Source: an optimization exercise on an open RTL-to-GDS flow (aim: small area and a short achievable clock period). Production flows keep margins and buffers that such runs may drop.
Only simulation tests tie the RTL to the original design; equivalence was not proved.

### design/flow/config.mk
export PLATFORM = sky130hd
export DESIGN_NAME = wlcTop
export DESIGN_NICKNAME = wlcTop
export VERILOG_FILES = /design/flow/design.v
export SDC_FILE = /design/flow/constraint.sdc
export NUM_CORES = 4
export LEC_CHECK = 0
export CAP_MARGIN = 20
export CORE_MARGIN = 2
export CORE_UTILIZATION = 40
export SLEW_MARGIN = 20
### design/flow/constraint.sdc
create_clock -name core_clock -period 45.0 [get_ports {clk}]
set_input_delay 9.0000 -clock core_clock [delete_from_list [all_inputs] [get_ports {clk}]]
set_output_delay 9.0000 -clock core_clock [all_outputs]
set_load 0.01 [all_outputs]
### design/flow/design.v
package wlcPkg;
    typedef enum logic [2:0] {
        FmtUnknown = 3'd0,
        FmtCompute = 3'd1,
        FmtMemory  = 3'd2,
        FmtControl = 3'd3,
        FmtMixed   = 3'd4,
        FmtIdle    = 3'd5
    } wlFormat_e;
    typedef logic [6:0] opcode_t;
    localparam opcode_t OpAluReg = 7'b0110011;   
    localparam opcode_t OpAluImm = 7'b0010011;
    localparam opcode_t OpLoad   = 7'b0000011;   
    localparam opcode_t OpStore  = 7'b0100011;
    localparam opcode_t OpBranch = 7'b1100011;   
    localparam opcode_t OpJal    = 7'b1101111;
    localparam opcode_t OpJalr   = 7'b1100111;
    typedef struct packed {
        logic    valid;
        opcode_t opcode;
    } instrBeat_t;
    typedef struct packed {
        logic [7:0] total;
        logic [7:0] computeCnt;
        logic [7:0] memCnt;
        logic [7:0] controlCnt;
        logic       idle;
    } winSummary_t;
    typedef struct packed {
        wlFormat_e  format;
        logic [3:0] confidence;
        logic [7:0] computeToll;
        logic [7:0] memToll;
        logic [7:0] controlToll;
    } classResult_t;
    localparam int DefWindowLen     = 16;
    localparam int DefIdleLimit     = 24;
    localparam int DefFifoDepth     = 4;
    localparam int DefConfThreshold = 4;
    localparam int TollScale      = 200;
    localparam int DominantLevel  = 150;
    localparam int DominantMargin = 80;
    localparam int MixedLevel     = 50;
endpackage
module opcodeWindow #(
    parameter int WindowLen = 16,
    parameter int IdleLimit = 24,
    parameter int FifoDepth = 4
) (
    input  logic                clk,
    input  logic                reset,
    input  wlcPkg::instrBeat_t  instr,
    input  logic                creditReturn,
    output wlcPkg::winSummary_t summary,
    output logic                summaryValid,
    output logic [15:0]         droppedWindows
);
    localparam int IdleW   = $clog2(IdleLimit + 1);
    localparam int CreditW = $clog2(FifoDepth + 1);
    logic [7:0]         total;
    logic [7:0]         computeCnt;
    logic [7:0]         memCnt;
    logic [7:0]         controlCnt;
    logic [IdleW-1:0]   idleCnt;
    logic [CreditW-1:0] credits;
    logic [7:0] nextTotal;
    logic [7:0] nextCompute;
    logic [7:0] nextMem;
    logic [7:0] nextControl;
    logic       windowFull;
    logic       idleFire;
    logic       windowEnd;
    logic       canSend;
    always_comb begin
        nextTotal   = total;
        nextCompute = computeCnt;
        nextMem     = memCnt;
        nextControl = controlCnt;
        if (instr.valid) begin
            nextTotal = total + 8'd1;
            case (instr.opcode)
                wlcPkg::OpAluReg, wlcPkg::OpAluImm:       nextCompute = computeCnt + 8'd1;
                wlcPkg::OpLoad, wlcPkg::OpStore:        nextMem = memCnt + 8'd1;
                wlcPkg::OpBranch, wlcPkg::OpJal, wlcPkg::OpJalr:  nextControl = controlCnt + 8'd1;
                default: ;   
            endcase
        end
    end
    assign windowFull = instr.valid && (nextTotal == 8'(WindowLen));
    assign idleFire   = !instr.valid && (idleCnt == IdleW'(IdleLimit - 1));
    assign windowEnd  = windowFull || idleFire;
    assign canSend    = (credits != '0);
    always_ff @(posedge clk) begin
        if (!reset) begin
            total          <= '0;
            computeCnt     <= '0;
            memCnt         <= '0;
            controlCnt     <= '0;
            idleCnt        <= '0;
            credits        <= CreditW'(FifoDepth);
            summaryValid   <= 1'b0;
            droppedWindows <= '0;
        end else begin
            summaryValid <= windowEnd && canSend;
            credits <= credits - CreditW'(windowEnd && canSend) + CreditW'(creditReturn);
            if (windowEnd && !canSend) begin
                droppedWindows <= droppedWindows + 16'd1;   
            end
            if (windowEnd) begin
                total      <= '0;
                computeCnt <= '0;
                memCnt     <= '0;
                controlCnt <= '0;
            end else begin
                total      <= nextTotal;
                computeCnt <= nextCompute;
                memCnt     <= nextMem;
                controlCnt <= nextControl;
            end
            if (instr.valid) begin
                idleCnt <= '0;
            end else if (idleCnt != IdleW'(IdleLimit)) begin
                idleCnt <= idleCnt + IdleW'(1);
            end
        end
    end
    always_ff @(posedge clk) begin
        if (windowEnd) begin
            summary.total      <= nextTotal;
            summary.computeCnt <= nextCompute;
            summary.memCnt     <= nextMem;
            summary.controlCnt <= nextControl;
            summary.idle       <= idleFire;
        end
    end
endmodule
module summaryFifo #(
    parameter int  Depth     = 4,
    parameter int  Width     = 8
) (
    input  logic     clk,
    input  logic     reset,
    input  logic     push,
    input  logic [Width-1:0] pushData,
    input  logic     pop,
    output logic [Width-1:0] headData,
    output logic     headValid,
    output logic     creditReturn
);
    localparam int PtrW   = (Depth > 1) ? $clog2(Depth) : 1;
    localparam int CountW = $clog2(Depth + 1);
    logic [Width-1:0] mem [Depth];
    logic [PtrW-1:0] rdPtr;
    logic [PtrW-1:0] wrPtr;
    logic [CountW-1:0] count;
    function automatic logic [PtrW-1:0] nextPtr(input logic [PtrW-1:0] ptr);
        if (ptr == PtrW'(Depth - 1)) begin
            nextPtr = '0;
        end else begin
            nextPtr = ptr + PtrW'(1);
        end
    endfunction
    assign headData  = mem[rdPtr];
    assign headValid = (count != '0);
    always_ff @(posedge clk) begin
        if (!reset) begin
            rdPtr        <= '0;
            wrPtr        <= '0;
            count        <= '0;
            creditReturn <= 1'b0;
        end else begin
            creditReturn <= pop;   
            if (push) begin
                wrPtr <= nextPtr(wrPtr);
            end
            if (pop) begin
                rdPtr <= nextPtr(rdPtr);
            end
            case ({push, pop})
                2'b10:   count <= count + CountW'(1);
                2'b01:   count <= count - CountW'(1);
                default: ;
            endcase
        end
    end
    always_ff @(posedge clk) begin
        if (push) begin
            mem[wrPtr] <= pushData;
        end
    end
endmodule
module formatDecider #(
    parameter int ConfThreshold = 4
) (
    input  logic                 clk,
    input  logic                 reset,
    input  wlcPkg::winSummary_t  headSummary,
    input  logic                 headValid,
    input  logic                 resultReady,
    output logic                 pop,
    output wlcPkg::classResult_t result,
    output logic                 resultValid,
    output logic                 classificationValid,
    output logic [15:0]          classificationCount
);
    logic [7:0] computeToll;
    logic [7:0] memToll;
    logic [7:0] controlToll;
    logic [1:0] busyClasses;
    wlcPkg::wlFormat_e nextFormat;
    logic [3:0] baseConf;
    logic [3:0] nextConf;
    function automatic logic [7:0] tollOf(input logic [7:0] cnt, input logic [7:0] total);
        logic [15:0] scaled;
        tollOf = 8'd0;
        if (total != 8'd0) begin
            scaled = (16'(cnt) * 16'(wlcPkg::TollScale)) / 16'(total);
            tollOf = (scaled > 16'd255) ? 8'd255 : scaled[7:0];
        end
    endfunction
    function automatic logic dominates(input logic [7:0] a, input logic [7:0] b,
                                       input logic [7:0] c);
        dominates = (int'(a) > wlcPkg::DominantLevel) &&
               (int'(a) > int'(b) + wlcPkg::DominantMargin) &&
               (int'(a) > int'(c) + wlcPkg::DominantMargin);
    endfunction
    assign computeToll = tollOf(headSummary.computeCnt, headSummary.total);
    assign memToll     = tollOf(headSummary.memCnt, headSummary.total);
    assign controlToll = tollOf(headSummary.controlCnt, headSummary.total);
    assign busyClasses = 2'(int'(computeToll) > wlcPkg::MixedLevel) +
                         2'(int'(memToll) > wlcPkg::MixedLevel) +
                         2'(int'(controlToll) > wlcPkg::MixedLevel);
    always_comb begin
        if (headSummary.idle) begin
            nextFormat = wlcPkg::FmtIdle;
            baseConf   = 4'd8;
        end else if (dominates(computeToll, memToll, controlToll)) begin
            nextFormat = wlcPkg::FmtCompute;
            baseConf   = 4'd7;
        end else if (dominates(memToll, computeToll, controlToll)) begin
            nextFormat = wlcPkg::FmtMemory;
            baseConf   = 4'd7;
        end else if (dominates(controlToll, computeToll, memToll)) begin
            nextFormat = wlcPkg::FmtControl;
            baseConf   = 4'd7;
        end else if (busyClasses >= 2'd2) begin
            nextFormat = wlcPkg::FmtMixed;
            baseConf   = 4'd6;
        end else begin
            nextFormat = wlcPkg::FmtUnknown;
            baseConf   = 4'd4;
        end
    end
    always_comb begin
        if (nextFormat == result.format && nextFormat != wlcPkg::FmtUnknown) begin
            nextConf = (result.confidence > 4'd13) ? 4'd15 : result.confidence + 4'd2;
        end else begin
            nextConf = baseConf;
        end
    end
    assign pop = headValid && (!resultValid || resultReady);
    assign classificationValid = (result.confidence >= 4'(ConfThreshold)) &&
                                 (result.format != wlcPkg::FmtUnknown);
    always_ff @(posedge clk) begin
        if (!reset) begin
            result              <= '0;   
            resultValid         <= 1'b0;
            classificationCount <= '0;
        end else begin
            if (pop) begin
                result.format       <= nextFormat;
                result.confidence   <= nextConf;
                result.computeToll  <= computeToll;
                result.memToll      <= memToll;
                result.controlToll  <= controlToll;
                resultValid         <= 1'b1;
                classificationCount <= classificationCount + 16'd1;
            end else if (resultReady) begin
                resultValid <= 1'b0;   
            end
        end
    end
endmodule
module wlcTop #(
    parameter int WindowLen     = wlcPkg::DefWindowLen,
    parameter int IdleLimit     = wlcPkg::DefIdleLimit,
    parameter int FifoDepth     = wlcPkg::DefFifoDepth,
    parameter int ConfThreshold = wlcPkg::DefConfThreshold
) (
    input  logic                 clk,
    input  logic                 reset,
    input  logic [7:0]           instr,    
    input  logic                 resultReady,
    output logic [30:0]          result,   
    output logic                 resultValid,
    output logic                 classificationValid,
    output logic [15:0]          classificationCount,
    output logic [15:0]          droppedWindows
);
    wlcPkg::winSummary_t   summary;
    wlcPkg::winSummary_t   headSummary;
    wlcPkg::instrBeat_t    instrBeat;
    wlcPkg::classResult_t  resultFields;
    logic        summaryValid;
    logic        headValid;
    logic        pop;
    logic        creditReturn;
    assign instrBeat = instr;
    assign result    = resultFields;
    opcodeWindow #(
        .WindowLen (WindowLen),
        .IdleLimit (IdleLimit),
        .FifoDepth (FifoDepth)
    ) u_window (
        .clk            (clk),
        .reset          (reset),
        .instr          (instrBeat),
        .creditReturn   (creditReturn),
        .summary        (summary),
        .summaryValid   (summaryValid),
        .droppedWindows (droppedWindows)
    );
    summaryFifo #(
        .Depth     (FifoDepth),
        .Width     (33)   
    ) u_fifo (
        .clk          (clk),
        .reset        (reset),
        .push         (summaryValid),
        .pushData     (summary),
        .pop          (pop),
        .headData     (headSummary),
        .headValid    (headValid),
        .creditReturn (creditReturn)
    );
    formatDecider #(
        .ConfThreshold (ConfThreshold)
    ) u_decider (
        .clk                 (clk),
        .reset               (reset),
        .headSummary         (headSummary),
        .headValid           (headValid),
        .resultReady         (resultReady),
        .pop                 (pop),
        .result              (resultFields),
        .resultValid         (resultValid),
        .classificationValid (classificationValid),
        .classificationCount (classificationCount)
    );
endmodule
### design/flow/run.sh
#!/bin/bash
# synth_recipe.tcl (not shown) runs the flow's synth.tcl, then flattens the netlist and writes it again
# the make line also repeats each setting of config.mk as NAME=value (left out here)
make -C /OpenROAD-flow-scripts/flow DESIGN_CONFIG=/design/flow/config.mk WORK_HOME=/design/flow/orfs CLKGATE_MAP_FILE= SYNTH_SCRIPT=/design/flow/synth_recipe.tcl finish
==> summary.txt <==
Status
  • Status: finished clean

Synth
  • Post-Syn Nets: 4,197
  • Synth Warn #: 3
  • Mean Syn Cell Area: 8.62 sq um
  • Post-synth EDFFs: 165
  • Ranking of synthesized cells by area: ha_1 18%, edfxtp_1 15%, dfxtp_1 7.2%
  • Adder-cell share of the synthesized area: 18.8%
  • Syn Std Cell Area: 32,000 sq um
  • Yosys reg bits: 280
  • Main combinational cell family by area after synthesis: compound AO/OA/AOI/OAI gates
  • Mux share of post-synthesis cell area: 5.97%
  • Synth top area share: 17.9%
  • Synth Area in XOR/XNOR: 6.47%
  • Yosys top cell by area: ha_1
  • Post-synthesis sequential area ratio: 22.7%
  • Async set-reset flop share out of synthesis: 0%
  • Post-Synth Simple-Gate Area: 20.1%
  • Post-synthesis compound-gate area fraction: 22.6%
  • Cell variety after synth: 127
  • Top_reg_cell synth: edfxtp_1
  • Synth Instances: 3,713

Cells and area
  • ANT cells: 0
  • Post-route cell area: 34,800 sq um
  • Nets: 4,259
  • Final core utilization: 44.0%
  • Fillers: 7,875
  • Layout cell share with drive strength beyond 1: 7.98%
  • Area delta synth->final: 8.78%

Setup path
  • Flop2flop setup slack: 3220 ps
  • Arr. time, crit path: 42,210 ps
  • Critical Path RT: 45,430 ps
  • R2r worst-path depth: 174
  • Crit path capture type: flip-flop
  • CP max stage delay: 680 ps
  • CP most frequent cell: o21a_1
  • Worst Path Max Fanout: 36
  • Startpoint types: flip-flop
  • Critical-path top delay cell: mux4_2
  • CP Class: flip-flop to flip-flop
  • Worst reg2reg path endpoint: u_decider.result[26]$_SDFFE_PN0P_

Min path
  • Hold endpoint: u_decider.result[16]$_SDFFE_PN0P_
  • Hold Crit Start: u_decider.result[16]$_SDFFE_PN0P_
  • Hold depth: 2
  • Hold Path Class: flip-flop to flip-flop

Die
  • Starting Density: 40.5%
  • I/O pin total: 76
  • Rows: 103
  • Die Footprint: 82,300 sq um
  • DIE HEIGHT: 287 um
  • Die width: 287 um
  • Core outline area: 79,100 sq um

STA
  • Fmax: 23.9 MHz
  • Setup TNS: 0 ps
  • Slew at the pin closest to its max-slew limit: 1020 ps
  • Minimum clock period: 41,780 ps
  • Pins Over Slew Limit: 0
  • Final-report setup violation count: 0
  • RSZ-0062 raised after global routing: false
  • Worst slew margin: 31.4%
  • Layout Skew: 36.7 ps
  • Fin. Hold Viols: 0
  • Fin crit share: 92.8%

Clock tree
  • Clock transition at path regs: 70 ps
  • Clock tree buffer depth: 3
  • H-tree Lvls: 1
  • Worst-skew pair later-pin latency: 590 ps
  • CTS tree: built
  • Clock sink count: 280
  • Root buf cell: clkbuf_16
  • CTS Buf Count: 27
  • CTS Hold Buffers Added: 0

Placement
  • DP HPWL: 70,100 um
  • Routability cong.: 0.908
  • Dpl cell area: 34,000 sq um
  • PortBufs: 75

Routing
  • Starting DRT DRC Count: 2,010
  • Drt drc: 0
  • Drt pass-1 iters: 5
  • Routed wire length per instance: 18.7 um
  • DRT antenna net count: 0
  • Vias per Instance: 5.87
  • Final WL: 90,600 um
  • Vias post-DR: 28.4k

GRT
  • Initial antenna violation count: 1
  • Global route overflow: 0
  • Global Route Usage Sum: 21.5%
  • Largest net degree at the start of global routing: 73
  • Vias in the first global route: 27.1k
  • First-pass GRT wire length: 145,000 um

Job
  • Max Cap Viol: 0
## worst max-delay path by stage
stage	endpoint	depth (start not counted)	from
2_1_floorplan	u_decider.result[26]$_SDFFE_PN0P_	188	flip-flop
4_1_cts	u_decider.result[26]$_SDFFE_PN0P_	175	flip-flop
3_3_place_gp	u_decider.result[26]$_SDFFE_PN0P_	174	flip-flop
3_5_place_dp	u_decider.result[26]$_SDFFE_PN0P_	175	flip-flop
6_report	u_decider.result[26]$_SDFFE_PN0P_	174	flip-flop
5_1_grt	u_decider.result[26]$_SDFFE_PN0P_	175	flip-flop
## registers in the layout, summed over array words and instances, names as in the netlist, named ones only
name / cells
u_window.credits: 3
u_window.controlCnt: 8
u_decider.resultValid: 1
u_fifo.creditReturn: 1
u_fifo.count: 3
u_window.droppedWindows: 16
u_fifo.mem: 132
u_window.summaryValid: 1
u_window.total: 8
u_window.memCnt: 8
u_decider.result: 31
u_window.summary: 33
u_decider.classificationCount: 16
u_window.idleCnt: 5
u_fifo.wrPtr: 2
u_fifo.rdPtr: 2
u_window.computeCnt: 8
## per-stage QoR
stage          instances  setup WS [ps]  hold WS (ps)
5_1_grt             4846           77.5           480
4_1_cts             4846           3200           460
2_1_floorplan       3713           8150           454
3_3_place_gp        4796           3510           445
3_5_place_dp        4796           3360           450
6_report            4846           3220           458
## cell type report
| type | instances | area, sq um | area share, % |
|---|---|---|---|
| Clock buffer | 30 | 687 | 1.97 |
| Clock inverter | 20 | 161 | 0.463 |
| Multi-Input combinational cell | 3184 | 23700 | 68.1 |
| Tap cell | 1050 | 1310 | 3.77 |
| Timing Repair Buffer | 115 | 1050 | 3.03 |
| Sequential cell | 280 | 7260 | 20.8 |
| Inverter | 167 | 627 | 1.80 |
## synthesized netlist by cell type (45+ instances only)
library cell / number
nand3_1: 96
nand2b_1: 46
ha_1: 459
o21ai_0: 163
nand4_1: 51
and3_1: 52
inv_1: 164
mux2_2: 71
xor2_1: 110
edfxtp_1: 165
o21a_1: 142
dfxtp_1: 115
or3_1: 47
a21o_1: 88
nand2_1: 272
nor2_1: 346
nor3_1: 147
a21oi_1: 259
nor2b_1: 47
clkbuf_1: 45
o31ai_1: 52
xnor2_1: 124
## cell families after synthesis
logic type                 Yosys count
and+or+nand+nor                   1276
AOI/OAI and AO/OA                 1060
adders and majority gates          474
DFF                                280
buffers and inverters              249
xor gates and xnor gates           235
muxes                              139
## per-layer routing
metal | track usage, % | part of all wire, % | routed length (um) | vias up
met1 | 30.1 | 48 | 43400 | 13500
li1 | - | - | - | 14200
met2 | 36.5 | 46 | 41900 | 640
met4 | 4.65 | 1.8 | 1650 | 0
met5 | 0 | 0 | 0 | -
met3 | 1.36 | 4.0 | 3650 | 111
## critical path, delay by kind of cell, from the launching register on
kind | cells | cell delay, ps
AOI/OAI and AO/OA | 85 | 19160
and+or+nand+nor | 55 | 12610
adders and majority gates | 22 | 6530
muxes | 4 | 1780
buffers and inverters | 6 | 960
DFF | 1 | 320
xor gates and xnor gates | 2 | 250
## cells in the final DEF, fill, tap and decap left out, drive strengths merged, types with 21 or more instances in the layout
cell and n:
ha 459, nor2 348, nand2 274, a21oi 260, o21ai 180, inv 168
edfxtp 165, nor3 155, o21a 143, xnor2 124, dfxtp 115, xor2 110
nand3 98, a21o 88, clkdlybuf4s50 75, mux2 72, and3 52, o31ai 52
nand4 51, or3 49, nor2b 47, nand2b 46, a31oi 40, buf 40
o211ai 39, a211oi 37, mux4 34, mux2i 33, or2 33, clkbuf 30
nor4 29, and2 28, o21bai 24, a21boi 24, a211o 21
## repair_timing
item,CTS,global route
resized for setup,0,4
buffers inserted,0,0
endpoints found under the hold margin,0,0
endpoints found under the setup margin,0,6

port drivers added, routing unchanged:
The flow's constraints put no driver on any port. The routed layout listed below was extracted and timed again, unchanged, in two steps.
Step 1 sets driving cells, clkbuf_16 on the clock port and buf_2 on the other inputs (assumed; they add their load-dependent delay and slew).
Step 2 also shifts input and output timing later by t, the mid clock arrival at the registers, as if the neighbouring blocks saw the same clock.
Slacks: ideal ports / drivers / drivers and shift; pairs: ideal ports / drivers.
t (ns): 0.621
slack for setup (ns): 3.224 / 3.224 / 3.224
latest minus earliest clock arrival (ns): 0.036 / 0.037
slew at the worst register clock pin (ns): 0.08 / 0.08
After both steps this run still meets setup and hold. For this run, drivers alone change the setup slack by 0.000 ns; drivers and shift together by 0.000 ns.
